This is an optimization exercise on Yosys and OpenROAD, whose aim is small area, not a production implementation. Only simulation tests tie the RTL to the original design; equivalence was not proved. The clock cells of runs 2 and 3 come from the design's own scripts or RTL, not from TritonCTS. The flow treats the clock pin as an ideal source. Dropping or thinning the clock tree relies on that and would not hold on a real chip. Power figures rest on the tool's default switching activity, not on a simulated workload.

### flow/config.mk
export PLATFORM = sky130hd
export DESIGN_NAME = rvm_core_top
export DESIGN_NICKNAME = rvm_core_top
export VERILOG_FILES = /design/flow/design.v
export SDC_FILE = /design/flow/constraint.sdc
export NUM_CORES = 4
export LEC_CHECK = 0
export CAP_MARGIN = 20
export CORE_MARGIN = 2
export CORE_UTILIZATION = 65
export SLEW_MARGIN = 20
### flow/constraint.sdc
create_clock -name core_clock -period 10.0 [get_ports {clk}]
set_input_delay 2.0000 -clock core_clock [delete_from_list [all_inputs] [get_ports {clk}]]
set_output_delay 2.0000 -clock core_clock [all_outputs]
set_load 0.01 [all_outputs]
### flow/design.v
`default_nettype none
package rvm_pkg;
    typedef enum logic [1:0] {
        INSTR_ADD,
        INSTR_ADDI,
        INSTR_LUI,
        INSTR_UNSUPPORTED
    } instr_e;
    typedef enum logic [2:0] {
        ST_POST_RESET,
        ST_FETCH,
        ST_DECODE,
        ST_EX_ADD,
        ST_EX_ADDI,
        ST_EX_LUI,
        ST_EX_NONE,
        ST_INC_PC
    } ctrl_state_e;
    typedef struct packed {
        logic                       c_en;    
        logic [32-1:0]       addr;    
    } mem_req_t;
    typedef struct packed {
        instr_e                     instr;
        logic [5-1:0] rs1;
        logic [5-1:0] rs2;
        logic [5-1:0] rd;
        logic [32-1:0]       imm;     
    } decoded_t;
    typedef struct packed {
        logic                       req;     
        logic [32-1:0]       lhs;
        logic [32-1:0]       rhs;
    } add_req_t;
    typedef struct packed {
        logic                       wen;
        logic [5-1:0] addr;
        logic [32-1:0]       wdata;
    } rd_write_t;
endpackage
`default_nettype wire
`default_nettype none
module rvm_core_top (
    input  logic        clk,
    input  logic        resetn,
    output logic        o_mem_c_en,
    output logic [31:0] o_mem_addr,
    input  logic [31:0] i_mem_rdata,
    input  logic        i_mem_stall,
    output logic        o_wb_wen,
    output logic [4:0]  o_wb_addr,
    output logic [31:0] o_wb_wdata
);
    logic [4:0]  ph;         
    logic        clr;        
    logic        run;        
    logic        have;       
    logic        last;
    logic        acc;
    assign last = &ph;
    assign o_mem_c_en = !have || (run && last);
    assign acc = o_mem_c_en && !i_mem_stall;
    always_ff @(posedge clk or negedge resetn) begin
        if (!resetn) begin
            ph   <= 5'd0;
            clr  <= 1'b1;
            run  <= 1'b1;
            have <= 1'b1;
        end else begin
            ph <= ph + 5'd1;
            if (last) begin
                clr  <= 1'b0;
                run  <= (have && !run) || acc;
                have <= (have && !run) || acc;
            end else if (acc) begin
                have <= 1'b1;
            end
        end
    end
    logic [29:0] pc;
    logic        pc_cy;
    logic        pc_ci;
    logic        pc_rot;
    assign pc_rot = run && !(ph[4] && ph[3] && ph[2] && ph[1]);
    assign pc_ci  = pc_cy || ph == 5'd0;
    always_ff @(posedge clk) begin
        if (pc_rot) begin
            pc    <= {(pc[0] ^ pc_ci) && !clr, pc[29:1]};
            pc_cy <= pc[0] && pc_ci;
        end
    end
    assign o_mem_addr = {pc, 2'b00};
    logic [4:0]  rd;
    logic [19:0] iw;         
    logic        is_add;     
    logic        is_lui;     
    logic        d_add;
    logic        d_addi;
    logic        d_lui;
    logic        wr;
    assign d_add  = i_mem_rdata[6:0] == 7'b0110011 && i_mem_rdata[14:12] == 3'd0 &&
                    i_mem_rdata[31:25] == 7'd0;
    assign d_addi = i_mem_rdata[6:0] == 7'b0010011 && i_mem_rdata[14:12] == 3'd0;
    assign d_lui  = i_mem_rdata[6:0] == 7'b0110111;
    always_ff @(posedge clk) begin
        if (acc) begin
            rd     <= i_mem_rdata[11:7];
            iw     <= i_mem_rdata[31:12];
            is_add <= !d_addi && !d_lui;
            is_lui <= !d_addi && !d_add;
        end
    end
    assign wr = !(is_add && is_lui);
    logic       imm_bit;
    logic [4:0] imm_idx;
    logic       imm_in;
    assign imm_idx = ph + (is_lui ? 5'd20 : 5'd8);
    assign imm_in  = is_lui ? (ph >= 5'd12) : (ph < 5'd12);
    always_comb begin
        if (imm_in)      imm_bit = iw[imm_idx];
        else if (is_lui) imm_bit = 1'b0;
        else             imm_bit = iw[19];
    end
    logic [31:0] tails;
    logic [31:0] regs [1:31];
    logic        sum;
    logic        wbit;
    logic [3:0]  wsel_hi;
    logic [7:0]  wsel_lo;
    assign tails[0] = 1'b0;
    assign wbit = sum && !clr;
    always_comb begin
        for (int j = 0; j < 4; j++) wsel_hi[j] = clr || (run && wr && rd[4:3] == 2'(j));
        for (int j = 0; j < 8; j++) wsel_lo[j] = clr || rd[2:0] == 3'(j);
    end
    for (genvar i = 1; i < 32; i++) begin : g_reg
        logic sel;
        assign sel = wsel_hi[i / 8] && wsel_lo[i % 8];
        assign tails[i] = regs[i][0];
        always_ff @(posedge clk) begin
            regs[i] <= {sel ? wbit : regs[i][0], regs[i][31:1]};
        end
    end
    logic a_bit;
    logic b_bit;
    logic cin;
    logic carry;
    assign a_bit = tails[iw[7:3]] && !is_lui;                
    assign b_bit = is_add ? tails[iw[12:8]] : imm_bit;       
    assign cin   = carry && ph != 5'd0;
    assign sum   = a_bit ^ b_bit ^ cin;
    always_ff @(posedge clk) begin
        carry <= (a_bit & b_bit) | (a_bit & cin) | (b_bit & cin);
    end
    logic [30:0] wb;
    always_ff @(posedge clk) begin
        wb <= {sum, wb[30:1]};
    end
    assign o_wb_wen   = run && last && wr && !clr;
    assign o_wb_addr  = rd;
    assign o_wb_wdata = {sum, wb};
endmodule
`default_nettype wire
### flow/flow/run.sh
#!/bin/bash
export BUFFER_PORTS_ARGS="-buffer_cell sky130_fd_sc_hd__buf_1"
export CTS_ARGS="-sink_clustering_enable -repair_clock_nets -dont_use_dummy_load -sink_clustering_size 36 -sink_clustering_max_diameter 80"
bash standard.sh > standard_run.log 2>&1
### flow/standard.sh
#!/bin/bash
# synth_recipe.tcl (not shown) runs the flow's synth.tcl, then flattens the netlist and writes it again
# the make line also repeats each setting of config.mk as NAME=value (left out here)
make -C /OpenROAD-flow-scripts/flow DESIGN_CONFIG=/design/flow/config.mk WORK_HOME=/design/flow/orfs CLKGATE_MAP_FILE= SYNTH_SCRIPT=/design/flow/synth_recipe.tcl "${@:-finish}"
==> results.yml, run 1 <==
critical_path:
  cp.arrival_ps: 3490
  cp_cell_sequence: "mux4_2 > and3_1 > a2111oi_0 > o22ai_1 > fa_1 > buf_1"
  critical_path_class: "flop to output pin"
  cp_slowest_cell: "edfxtp_1"
  cp-start-kind: "flop"
  r2r_slack_ps: 6310
  r2r-end: "regs[14][31]"
  path_max_fanout: 10
  cpPeakStageDelay_ps: 690
  reg2reg_depth: 7
  cp_data_required_time_ps: 8000
  rr_startpoint: "iw[8]"
  critPathCaptureType: "output pin"
clock_network:
  cts_made_buffers: 37
  cts_sinks: 1090
  post_cts_resized: 0
  hold_buffers: 0
  insertion_delay_ps: 600
  cts_buffer_depth: 3
  cts_max_level: 2
  ctsRootBufferMaster: "clkbuf_16"
  cts_tree: "built"
  post_cts_buffers: 0
  clk_pin_slew_ps: 110
synthesis:
  synth_edf_count: 58
  yosysWarnings: 2
  synth_top_flop_cell: "dfxtp_1"
  synth-async-reset-ratio: 0.00734
  synth.distinct_cells: 46
  synth_top_cell_by_area: "dfxtp_1"
  synth_area_per_cell_um2: 18.5
  synth.area.top_cells: "dfxtp_1 85%, edfxtp_1 7.2%, mux4_2 2.0%, mux2_2 1.3%, nand2_1 0.56%"
  yosysSeqAreaShare: 0.928
  postSynthCellCount: 1305
  ys_ff_latch: 1090
  syn_area_mm2: 0.0242
  post-synth-top-area-fraction: 0.847
min_path:
  holdCritStartpoint: "regs[15][17]"
  whs_endpoint: "regs[15][16]"
  hold_depth: 0
  worst_hold_path_type: "flop to flop"
layout:
  final_cells: 1901
  post-route-util: 0.712
  nets: 1473
  drive_above_1_share: 0.0672
  layout_commonest_cell: "dfxtp_1"
  most-common-layout-cells: "1,024 x dfxtp_1, 103 x buf_1, 58 x edfxtp_1, 37 x clkbuf_16, 36 x nand2_1"
  area.growth.synth_to_final_pct: 7.67
sta:
  hold_viol: 0
  relSlewSlack: 0.322
  clock_skew_ps: 60.6
  whs_ps: 270
  worst_slew_pin_slew_ps: 1020
  setup_viol: 0
  max_freq_mhz: 182
  tns_ps: 0
  period_share: 0.549
  drv_slew: 0
  period_needed_ps: 5490
  rsz0062_at_grt: "false"
status:
  status: "finished clean"
die:
  std_cell_rows: 70
  start_util: 0.661
  die_y_um: 197
  coreArea_mm2: 0.0366
  dieWidth_um: 197
  boundaryPins: 106
  design.die.area_mm2: 0.0388
global_routing:
  grt_pass1_wl_um: 49800
  overflow: 0
  grt_max_degree: 37
  grt.total_usage: 0.171
  first_global_vias: 8935
  grt_antenna_before_repair: 5
routing:
  wl_met3_um: 1580
  wl_met1_um: 15600
  drtIter0Drc: 349
  drc: 0
  top_layer_used: "met5"
  wl_met2_um: 13900
  routedWlPerCell_um: 16.7
  vias: 8807
  ant_nets: 0
  routed_via_density: 4.63
  routed_wl_um: 31800
  dr.pass1.iters: 4
placement:
  io_buffers: 103
  dp_hpwl_um: 19200
  placedCellCount: 1860
  gp_congestion: 0.796
power_and_ir_drop:
  p_sw_frac: 0.185
  p_comb_frac: 0.004
  p_seq_frac: 0.706
  clock_power_share: 0.290
  power_density_mw_per_mm2: 239
  switchingPower_uw: 1150
  peakVddDrop_mv: 0.179
  leakage_uw: 0.0102
  power.internal_uw: 5070
run:
  drv_cap: 0
[how the worst max path moves through the flow]
| stage | startpoint | to | slack [ps] | depth (start not counted) |
|---|---|---|---|---|
| 2_1_floorplan | iw[8] | o_wb_wdata[31] | 5680 | 7 |
| 3_3_place_gp | iw[8] | o_wb_wdata[31] | 5090 | 6 |
| 3_5_place_dp | iw[8] | o_wb_wdata[31] | 5090 | 6 |
| 4_1_cts | iw[8] | o_wb_wdata[31] | 4420 | 6 |
| 5_1_grt | iw[8] | o_wb_wdata[31] | 4220 | 6 |
| 6_report | iw[8] | o_wb_wdata[31] | 4510 | 6 |
[worst max-delay path: cells and delay by family (launching register included)]
kind	cells	cell delay [ps]
muxes	1	560
and+or+nand+nor	1	190
buffers and inverters	1	230
adders and majority gates	1	600
AOI/OAI and AO/OA	2	630
DFF	1	690
[cell usage after synthesis (all sizes together) (2+ instances only)]
library cell	count
a211oi	2
a21o	5
a21oi	8
a31oi	4
and3	2
buf	7
clkbuf	11
dfrtp	5
dfstp	3
dfxtp	1024
edfxtp	58
fa	2
ha	5
inv	7
mux2	27
mux2i	5
mux4	21
nand2	36
nand3	9
nor2	15
nor2b	9
nor3	2
nor3b	2
o21ai	11
o21bai	4
o22ai	2
or4	2
[logic make-up after synthesis]
logic type                 count (synthesis)  synth area share
AOI/OAI and AO/OA                         44            0.0122
xor gates and xnor gates                   2          0.000724
adders and majority gates                  7           0.00424
buffers and inverters                     25           0.00476
DFF                                     1090             0.928
muxes                                     53            0.0342
other                                      1          0.000155
and+or+nand+nor                           83            0.0162
[registers in the layout, summed over array words and instances, names as in the netlist]
signal	count
pc_cy	1
ph	5
is_add	1
carry	1
iw	20
wb	31
regs	992
pc	30
rd	5
clr	1
have	1
run	1
is_lui	1
[final cells by class]
cell class,instances,area (um^2)
inverters,7,26.3
diodes,4,10.0
well taps,468,586
repair buffers,104,394
clock buffers,37,926
fillers,2252,10600
flip-flops and latches,1090,22400
multi-input cells,191,1670
[power groups by stage]
| stage | clock network [uW] | logic [uW] | registers [uW] |
|---|---|---|---|
| 6_report | 1810 | 22.5 | 4390 |
| 5_1_grt | 2000 | 25.4 | 4400 |
| 4_1_cts | 1870 | 23.1 | 4390 |
| 3_5_place_dp | 0 | 23.0 | 4490 |
| 3_3_place_gp | 0 | 22.5 | 4490 |
| 2_1_floorplan | 0 | 4.43 | 4490 |
[layer usage]
metal	track usage	up-vias
met3	0.0358	48
met1	0.245	4177
met4	0.0590	2
met2	0.265	165
li1	-	4415
met5	0	-
[per-stage QoR]
step / power (uW) / area (um^2) / worst slack [ps]
final: 6220 / 26100 / 4510
after global routing: 6430 / 26000 / 4220
after CTS: 6290 / 26000 / 4420
after detailed placement: 4510 / 25100 / 5090
after global placement: 4510 / 25100 / 5090
after floorplan: 4500 / 24200 / 5680
==> run 2: changes to the inputs <==
==> flow/flow/run.sh (replaced) <==
#!/bin/bash
# Standard layout (standard.sh) with two changes: the port buffers are
# buf_1, and the clock tree is built by flow/ctree.tcl (one clkbuf_16 root
# driving one clkbuf_16 per cluster of at most CTREE_MAX_SINKS flip-flops)
# in place of TritonCTS. ORFS writes each tool's log under orfs/logs.
export BUFFER_PORTS_ARGS="-buffer_cell sky130_fd_sc_hd__buf_1"
export PRE_CTS_TCL="$PWD/flow/ctree.tcl"
export CTREE_MAX_SINKS=35
bash standard.sh > standard_run.log 2>&1
==> flow/flow/ctree.tcl (new file) <==
# Build a two-level clock tree by hand: the clock port drives one root
# cell, which drives one leaf cell per cluster of flip-flops. Clusters come
# from recursive bisection of the flip-flop locations, alternating on the
# longer side, down to at most CLK_MAX_SINKS flip-flops each.
proc ctree_split {pts k} {
  if {$k <= 1} { return [list $pts] }
  set xs {}; set ys {}
  foreach p $pts { lappend xs [lindex $p 0]; lappend ys [lindex $p 1] }
  set xs [lsort -integer $xs]; set ys [lsort -integer $ys]
  set w [expr {[lindex $xs end] - [lindex $xs 0]}]
  set h [expr {[lindex $ys end] - [lindex $ys 0]}]
  set idx [expr {$w >= $h ? 0 : 1}]
  set s [lsort -integer -index $idx $pts]
  set k1 [expr {$k / 2}]
  set cut [expr {int(round(double([llength $s]) * $k1 / $k))}]
  return [concat [ctree_split [lrange $s 0 [expr {$cut - 1}]] $k1] \
                 [ctree_split [lrange $s $cut end] [expr {$k - $k1}]]]
}

proc ctree_out {inst} {
  foreach it [$inst getITerms] {
    if {[$it isOutputSignal]} { return $it }
  }
  error "no output on [$inst getName]"
}

proc ctree_build {clk_port_net leaf_master root_master maxn} {
  set db [ord::get_db]
  set block [ord::get_db_block]
  set clknet [$block findNet $clk_port_net]
  set lm [$db findMaster $leaf_master]
  set rm [$db findMaster $root_master]
  set pts {}
  foreach it [$clknet getITerms] {
    set inst [$it getInst]
    set bb [$inst getBBox]
    set x [expr {([$bb xMin] + [$bb xMax]) / 2}]
    set y [expr {([$bb yMin] + [$bb yMax]) / 2}]
    lappend pts [list $x $y $it]
  }
  set clusters [ctree_split $pts [expr {([llength $pts] + $maxn - 1) / $maxn}]]
  puts "ctree: [llength $pts] sinks in [llength $clusters] clusters"
  # Root cell at the centre of the sinks.
  set sx 0; set sy 0
  foreach p $pts { incr sx [lindex $p 0]; incr sy [lindex $p 1] }
  set n [llength $pts]
  set root [odb::dbInst_create $block $rm ctree_root]
  $root setLocation [expr {$sx / $n}] [expr {$sy / $n}]
  $root setPlacementStatus PLACED
  set rootnet [odb::dbNet_create $block ctree_root_net]
  $rootnet setSigType CLOCK
  [$root findITerm A] connect $clknet
  [ctree_out $root] connect $rootnet
  set i 0
  foreach c $clusters {
    set cx 0; set cy 0
    foreach p $c { incr cx [lindex $p 0]; incr cy [lindex $p 1] }
    set m [llength $c]
    set leaf [odb::dbInst_create $block $lm ctree_leaf_$i]
    $leaf setLocation [expr {$cx / $m}] [expr {$cy / $m}]
    $leaf setPlacementStatus PLACED
    set lnet [odb::dbNet_create $block ctree_leaf_net_$i]
    $lnet setSigType CLOCK
    [$leaf findITerm A] connect $rootnet
    [ctree_out $leaf] connect $lnet
    foreach p $c {
      set it [lindex $p 2]
      $it disconnect
      $it connect $lnet
    }
    incr i
  }
}

# Sourced by ORFS's cts.tcl before its clock_tree_synthesis call (as
# PRE_CTS_TCL): that call builds the two-level tree above instead.
rename clock_tree_synthesis ""
proc clock_tree_synthesis {args} {
  ctree_build clk sky130_fd_sc_hd__clkbuf_16 sky130_fd_sc_hd__clkbuf_16 $::env(CTREE_MAX_SINKS)
  set_propagated_clock [all_clocks]
}
==> run 2 against run 1 <==
Effect of this change: design area shrank 0.38%; routed wire length shrank 3.9%; synthesized area is the same; worst hold slack gained 56 ps; via count shrank 1.1%; die area is the same; highest routed layer unchanged.
==> results.yml, run 2 <==
power_and_ir_drop:
  clock_power_share: 0.276
  p_comb_frac: 0.004
  power.internal_uw: 4980
  p_seq_frac: 0.721
  switchingPower_uw: 1110
  p_sw_frac: 0.183
  power_density_mw_per_mm2: 235
  power_uw: 6100
  leakage_uw: 0.0101
  peakVddDrop_mv: 0.214
critical_path:
  cp.arrival_ps: 3600
  critical_path_class: "flop to output pin"
  cp_cell_sequence: "mux4_2 > and3_1 > a2111oi_0 > o22ai_1 > fa_1 > buf_1"
  cp_slowest_cell: "edfxtp_1"
  crit_family: "flip-flops"
  cp_data_required_time_ps: 8000
  r2r_slack_ps: 6260
  path_max_fanout: 10
  critPathCaptureType: "output pin"
  cpPeakStageDelay_ps: 710
  cp-start-kind: "flop"
  crit_buf_inv: 1
synthesis:
  yosysMostFrequentCell: "dfxtp_1"
  ys_top_cells_by_count: "1,024 x dfxtp_1, 58 x edfxtp_1, 36 x nand2_1, 27 x mux2_2, 21 x mux4_2"
  yosysWarnings: 2
  synth_top_flop_cell: "dfxtp_1"
  synth_area_per_cell_um2: 18.5
  post-synth-top-area-fraction: 0.847
  synth-async-reset-ratio: 0.00734
  synth.distinct_cells: 46
  yosysSeqAreaShare: 0.928
  synth_top_cell_by_area: "dfxtp_1"
  ys_ff_latch: 1090
  syn_area_mm2: 0.0242
  postSynthCellCount: 1305
  synth.area.top_cells: "dfxtp_1 85%, edfxtp_1 7.2%, mux4_2 2.0%, mux2_2 1.3%, nand2_1 0.56%"
  synth_edf_count: 58
sta:
  setup_viol: 0
  tns_ps: 0
  finalWorstSetupSlack_ps: 4400
  max_freq_mhz: 179
  relSlewSlack: 0.307
  period_share: 0.560
  worst_slew_pin_slew_ps: 1040
  rsz0062_at_grt: "false"
  hold_viol: 0
  clock_skew_ps: 14.8
  period_needed_ps: 5600
  drv_slew: 0
clock_network:
  insertion_delay_ps: 670
  clk_pin_slew_ps: 120
  post_cts_buffers: 0
  hold_buffers: 0
  post_cts_resized: 0
global_routing:
  grt_antenna_before_repair: 5
  use_met1: 0.237
  grt.met2_usage: 0.247
  grt_max_degree: 36
  top_usage_layer: "met2"
  met3_usage: 0.0198
  grt.total_usage: 0.156
  grt_pass1_wl_um: 47200
  first_global_vias: 8515
  overflow: 0
layout:
  nets: 1469
  area.growth.synth_to_final_pct: 7.26
  largest_registers: "regs (992), wb (31), pc (30)"
  regMostFlops: "regs"
  largest_reg_flops: 992
  most-common-layout-cells: "1,024 x dfxtp_1, 103 x buf_1, 58 x edfxtp_1, 36 x nand2_1, 33 x clkbuf_16"
  drive_above_1_share: 0.0646
  fillers: 2283
  post-route-util: 0.709
  layout_commonest_cell: "dfxtp_1"
die:
  design.die.area_mm2: 0.0388
  die_y_um: 197
  coreArea_mm2: 0.0366
  start_util: 0.661
  std_cell_rows: 70
  boundaryPins: 106
  dieWidth_um: 197
placement:
  io_buffers: 103
  gp_congestion: 0.796
  dp_slack_ps: 5090
  dp_hpwl_um: 19200
run:
  drv_cap: 0
routing:
  drc: 0
  ant_nets: 0
  routedWlPerCell_um: 16.1
  routed_via_density: 4.59
  drtIter0Drc: 385
  routed_wl_um: 30500
  vias: 8713
  dr.pass1.iters: 5
min_path:
  worst_hold_path_type: "flop to flop"
status:
  status: "finished clean"
-- run 2: area by class of cell --
type / instances / area [um^2] / share of cell area
Timing Repair Buffer: 104 / 394 / 0.0152
Buffer: 33 / 826 / 0.0318
Sequential cell: 1090 / 22400 / 0.865
Tap cell: 468 / 586 / 0.0226
Antenna cell: 4 / 10.0 / 0.000386
Multi-Input combinational cell: 191 / 1670 / 0.0642
Inverter: 7 / 26.3 / 0.00101
-- run 2: stage by stage --
stage | cell area [um^2] | hold WS (ps) | cells
floorplan | 24200 | 310 | 1306
global placement | 25100 | 310 | 1860
detailed placement | 25100 | 312 | 1860
CTS | 25900 | 324 | 1893
global route | 25900 | 328 | 1893
finish | 26000 | 326 | 1897
-- run 2: worst paths after layout --
kind,end,startpoint,cells past startpoint
worst max-delay path,o_wb_wdata[31],iw[8],6
worst min-delay path,regs[19][0],regs[19][1],0
worst max register to register,regs[14][31],iw[8],7
worst min register to register,regs[19][0],regs[19][1],0
max in group asynchronous,clr,resetn,1
min in group asynchronous,ph[2],resetn,1
-- run 2: worst reg2reg max path, stage by stage, from the launching register on --
cell	delay, ps
edfxtp_1	710
mux4_2	560
and3_1	190
a2111oi_0	440
o22ai_1	190
fa_1	590
nor2b_4	600
mux2_2	370
-- run 2: kinds of logic (layout without fill, tap and decap cells) --
logic type                 Yosys count  count (layout)  share of synthesized area
xor gates and xnor gates             2               2                   0.000724
DFF                               1090            1090                      0.928
muxes                               53              53                     0.0342
adders and majority gates            7               7                    0.00424
AOI/OAI and AO/OA                   44              44                     0.0122
other                                1               6                   0.000155
buffers and inverters               25             144                    0.00476
and+or+nand+nor                     83              83                     0.0162
-- run 2: power by group through the flow --
stage | registers [uW] | logic (uW) | clock network [uW]
2_1_floorplan | 4490 | 4.43 | 0
3_3_place_gp | 4490 | 22.5 | 0
3_5_place_dp | 4490 | 23.0 | 0
4_1_cts | 4390 | 23.0 | 1730
5_1_grt | 4400 | 25.4 | 1860
6_report | 4390 | 22.6 | 1680
-- run 2: metal layers --
layer	routed length (um)	vias to the layer above
met5	9	-
met4	667	2
met3	1300	41
met2	13000	149
met1	15500	4117
li1	-	4404
==> run 3: changes to the inputs <==
==> flow/flow/run.sh (replaced) <==
#!/bin/bash
# Standard layout (standard.sh) with two changes: the port buffers are
# buf_1, and flow/ctree.tcl builds the clock tree (clkbuf_16 root, 4
# inv_16 middle cells, one inv_16 per cluster of at most 38 flip-flops)
# in place of TritonCTS. ORFS writes each tool's log under orfs/logs.
export BUFFER_PORTS_ARGS="-buffer_cell sky130_fd_sc_hd__buf_1"
export PRE_CTS_TCL="$PWD/flow/ctree.tcl"
export CTREE_NMID=4
export CTREE_MAX_SINKS=38
bash standard.sh > standard_run.log 2>&1
==> flow/flow/ctree.tcl (replaced) <==
# Hand-built clock tree: the clock port drives one root cell; the root
# drives NMID middle cells (or the leaves directly when NMID is 0); each
# middle cell drives a group of leaf cells; each leaf cell drives one
# cluster of at most MAXN flip-flops. Clusters and groups come from
# recursive bisection of the locations, cutting across the longer side.
proc ctree_split {pts k} {
  if {$k <= 1} { return [list $pts] }
  set xs {}; set ys {}
  foreach p $pts { lappend xs [lindex $p 0]; lappend ys [lindex $p 1] }
  set xs [lsort -integer $xs]; set ys [lsort -integer $ys]
  set w [expr {[lindex $xs end] - [lindex $xs 0]}]
  set h [expr {[lindex $ys end] - [lindex $ys 0]}]
  set idx [expr {$w >= $h ? 0 : 1}]
  set s [lsort -integer -index $idx $pts]
  set k1 [expr {$k / 2}]
  set cut [expr {int(round(double([llength $s]) * $k1 / $k))}]
  return [concat [ctree_split [lrange $s 0 [expr {$cut - 1}]] $k1] \
                 [ctree_split [lrange $s $cut end] [expr {$k - $k1}]]]
}

proc ctree_out {inst} {
  foreach it [$inst getITerms] {
    if {[$it isOutputSignal]} { return $it }
  }
  error "no output on [$inst getName]"
}

proc ctree_in {inst} {
  foreach it [$inst getITerms] {
    if {[$it isInputSignal]} { return $it }
  }
  error "no input on [$inst getName]"
}

proc ctree_centre {pts} {
  set sx 0; set sy 0
  foreach p $pts { incr sx [lindex $p 0]; incr sy [lindex $p 1] }
  set n [llength $pts]
  return [list [expr {$sx / $n}] [expr {$sy / $n}]]
}

# Make a cell of master m named name at xy, driven by net in; returns
# its new output net.
proc ctree_cell {m name xy in} {
  set block [ord::get_db_block]
  set inst [odb::dbInst_create $block [[ord::get_db] findMaster $m] $name]
  $inst setLocation [lindex $xy 0] [lindex $xy 1]
  $inst setPlacementStatus PLACED
  set net [odb::dbNet_create $block ${name}_net]
  $net setSigType CLOCK
  [ctree_in $inst] connect $in
  [ctree_out $inst] connect $net
  return $net
}

proc ctree_build {clk_net root_m mid_m nmid leaf_m maxn} {
  set block [ord::get_db_block]
  set clknet [$block findNet $clk_net]
  set pts {}
  foreach it [$clknet getITerms] {
    set bb [[$it getInst] getBBox]
    lappend pts [list [expr {([$bb xMin] + [$bb xMax]) / 2}] \
                      [expr {([$bb yMin] + [$bb yMax]) / 2}] $it]
  }
  set clusters [ctree_split $pts [expr {([llength $pts] + $maxn - 1) / $maxn}]]
  puts "ctree: [llength $pts] sinks in [llength $clusters] clusters, $nmid middle cells"
  set rootnet [ctree_cell $root_m ctree_root [ctree_centre $pts] $clknet]
  # Leaf sites, then groups of leaves per middle cell.
  set leaves {}
  foreach c $clusters {
    set xy [ctree_centre $c]
    lappend leaves [list [lindex $xy 0] [lindex $xy 1] $c]
  }
  if {$nmid > 0} {
    set groups [ctree_split $leaves $nmid]
  } else {
    set groups [list $leaves]
  }
  set i 0
  set j 0
  foreach g $groups {
    if {$nmid > 0} {
      set gnet [ctree_cell $mid_m ctree_mid_$j [ctree_centre $g] $rootnet]
    } else {
      set gnet $rootnet
    }
    foreach l $g {
      set lnet [ctree_cell $leaf_m ctree_leaf_$i [lrange $l 0 1] $gnet]
      foreach p [lindex $l 2] {
        set it [lindex $p 2]
        $it disconnect
        $it connect $lnet
      }
      incr i
    }
    incr j
  }
}

# Sourced by ORFS's cts.tcl before its clock_tree_synthesis call (as
# PRE_CTS_TCL): that call builds the tree above instead. Root clkbuf_16,
# middle and leaf inv_16, so every flip-flop sees the clock inverted twice.
rename clock_tree_synthesis ""
proc clock_tree_synthesis {args} {
  ctree_build clk sky130_fd_sc_hd__clkbuf_16 sky130_fd_sc_hd__inv_16 \
    $::env(CTREE_NMID) sky130_fd_sc_hd__inv_16 $::env(CTREE_MAX_SINKS)
  set_propagated_clock [all_clocks]
}
==> run 3 against run 2 <==
Effect of this change: critical endpoint unchanged; sequential cell count is the same; power down 0.89%; still clean; global-route usage is essentially flat; critical path type unchanged; design area is 0.53% lower; largest cell class unchanged; first-iteration DRC count shrank 5.2%.
==> results.yml, run 3 <==
layout:
  drive_above_1_share: 0.0652
  nets: 1470
  regMostFlops: "regs"
  largest_registers: "regs (992), wb (31), pc (30)"
  largest_reg_flops: 992
  layout_commonest_cell: "dfxtp_1"
  most-common-layout-cells: "1,024 x dfxtp_1, 103 x buf_1, 58 x edfxtp_1, 36 x nand2_1, 33 x inv_16"
  post-route-util: 0.705
  fillers: 2303
  area.growth.synth_to_final_pct: 6.69
run:
  drv_cap: 0
sta:
  rsz0062_at_grt: "false"
  hold_viol: 0
  tns_ps: 0
  setup_viol: 0
  clock_skew_ps: 33.4
  drv_slew: 0
  max_freq_mhz: 184
  relSlewSlack: 0.335
  worst_slew_pin_slew_ps: 995
  period_needed_ps: 5430
  period_share: 0.543
die:
  boundaryPins: 106
  coreArea_mm2: 0.0366
  start_util: 0.661
  std_cell_rows: 70
  dieWidth_um: 197
  die_y_um: 197
  design.die.area_mm2: 0.0388
clock_network:
  post_cts_buffers: 0
  insertion_delay_ps: 540
  hold_buffers: 0
  post_cts_resized: 0
  clk_pin_slew_ps: 110
min_path:
  worst_hold_path_type: "flop to flop"
synthesis:
  yosysSeqAreaShare: 0.928
  postSynthCellCount: 1305
  post-synth-top-area-fraction: 0.847
  ys_top_cells_by_count: "1,024 x dfxtp_1, 58 x edfxtp_1, 36 x nand2_1, 27 x mux2_2, 21 x mux4_2"
  synth.distinct_cells: 46
  synth_edf_count: 58
  synth-async-reset-ratio: 0.00734
  syn_area_mm2: 0.0242
  yosysMostFrequentCell: "dfxtp_1"
  synth_area_per_cell_um2: 18.5
  synth_top_flop_cell: "dfxtp_1"
  synth.area.top_cells: "dfxtp_1 85%, edfxtp_1 7.2%, mux4_2 2.0%, mux2_2 1.3%, nand2_1 0.56%"
  ys_ff_latch: 1090
  yosysWarnings: 2
  synth_top_cell_by_area: "dfxtp_1"
routing:
  routed_via_density: 4.60
  dr.pass1.iters: 7
  drtIter0Drc: 365
  routed_wl_um: 30300
  drc: 0
  vias: 8743
  routedWlPerCell_um: 16.0
  ant_nets: 0
critical_path:
  critPathCaptureType: "output pin"
  cp.arrival_ps: 3430
  path_max_fanout: 10
  cp-start-kind: "flop"
  cp_data_required_time_ps: 8000
  critical_path_class: "flop to output pin"
global_routing:
  grt.total_usage: 0.156
  grt_pass1_wl_um: 47300
  grt_antenna_before_repair: 5
  first_global_vias: 8534
  grt_max_degree: 39
  overflow: 0
placement:
  dp_hpwl_um: 19200
  gp_congestion: 0.796
  io_buffers: 103
power_and_ir_drop:
  power_density_mw_per_mm2: 234
  peakVddDrop_mv: 0.177
  leakage_uw: 0.0100
status:
  status: "finished clean"
run 3: power by group:
| group | internal, uW | leakage, uW | switching [uW] | total (uW) |
|---|---|---|---|---|
| sequential | 4390 | 0.00887 | 4.85 | 4390 |
| clock | 232 | 0.000335 | 1390 | 1630 |
| combinational | 7.26 | 0.000826 | 15.2 | 22.5 |
| total | 4630 | 0.0100 | 1410 | 6040 |
run 3: worst paths after layout:
| path | startpoint | end | slack, ps | cells after the start |
|---|---|---|---|---|
| max | iw[8] | o_wb_wdata[31] | 4570 | 6 |
| min | regs[19][26] | regs[19][25] | 310 | 0 |
| max reg2reg | iw[8] | regs[14][31] | 6300 | 7 |
| min reg2reg | regs[19][26] | regs[19][25] | 310 | 0 |
| max in group asynchronous | resetn | clr | 8290 | 1 |
| min in group asynchronous | resetn | ph[1] | 1370 | 1 |
run 3: metal layers:
layer  vias up  share of wire  track usage  wire length [um]
li1       4434              -            -                 -
met1      4100           0.51        0.239             15300
met2       173           0.42        0.243             12800
met3        34          0.057       0.0264              1740
met4         2          0.016       0.0251               482
met5         -        0.00036            0                11
run 3: layout make-up:
type	count	area (um^2)	share of cell area
Sequential cell	1090	22400	0.869
Multi-Input combinational cell	191	1670	0.0646
Inverter	40	687	0.0266
Tap cell	468	586	0.0227
Timing Repair Buffer	104	394	0.0153
Buffer	1	25.0	0.000969
Antenna cell	5	12.5	0.000485
run 3: cells by family (layout without fill, tap and decap cells):
family,count (synthesis),in the layout,synth area share
fa+ha+maj,7,7,0.00424
other cells,1,7,0.000155
buf+inv,25,145,0.00476
mux,53,53,0.0342
compound gates,44,44,0.0122
xor+xnor,2,2,0.000724
flops,1090,1090,0.928
simple gates,83,83,0.0162
run 3: per-stage QoR:
step | hold slack, ps | power, uW | setup slack (ps) | area [um^2] | instances
5_1_grt | 319 | 6240 | 4280 | 25800 | 1894
4_1_cts | 314 | 6090 | 4500 | 25800 | 1894
3_3_place_gp | 310 | 4510 | 5090 | 25100 | 1860
6_report | 312 | 6040 | 4570 | 25800 | 1899
2_1_floorplan | 310 | 4500 | 5680 | 24200 | 1306
3_5_place_dp | 312 | 4510 | 5090 | 25100 | 1860
run 3: critical path, cell delays in order (launching register included):
cell	delay [ps]
edfxtp_1	700
mux4_2	560
and3_1	190
a2111oi_0	440
o22ai_1	190
fa_1	590
buf_1	230

## afterwards: timing with drivers on the ports
In the flow no input, the clock included, has a driving cell. The finished layouts below were timed again as built, in two steps. Step 1: set_driving_cell puts a clkbuf_16 on clk and a buf_2 on each other input, an assumption about the parent block. Step 2 moves the port delays by t, midway between the first and last clock arrival at a register: inputs arrive t later, outputs are due t later. That takes back most of the time a late clock gives input paths. Slacks: ideal ports / drivers / drivers and shift; pairs: ideal ports / drivers.
| run | shift t [ns] | slack for setup (ns) | worst setup path after step 2 |
|---|---|---|---|
| run 1 | 0.620 | 4.510 / 4.457 / 5.077 | register to output |
| run 2 | 0.714 | 4.403 / 4.353 / 5.067 | register to output |
| run 3 | 0.574 | 4.574 / 4.525 / 5.099 | register to output |
After both steps every run listed still meets setup and hold.
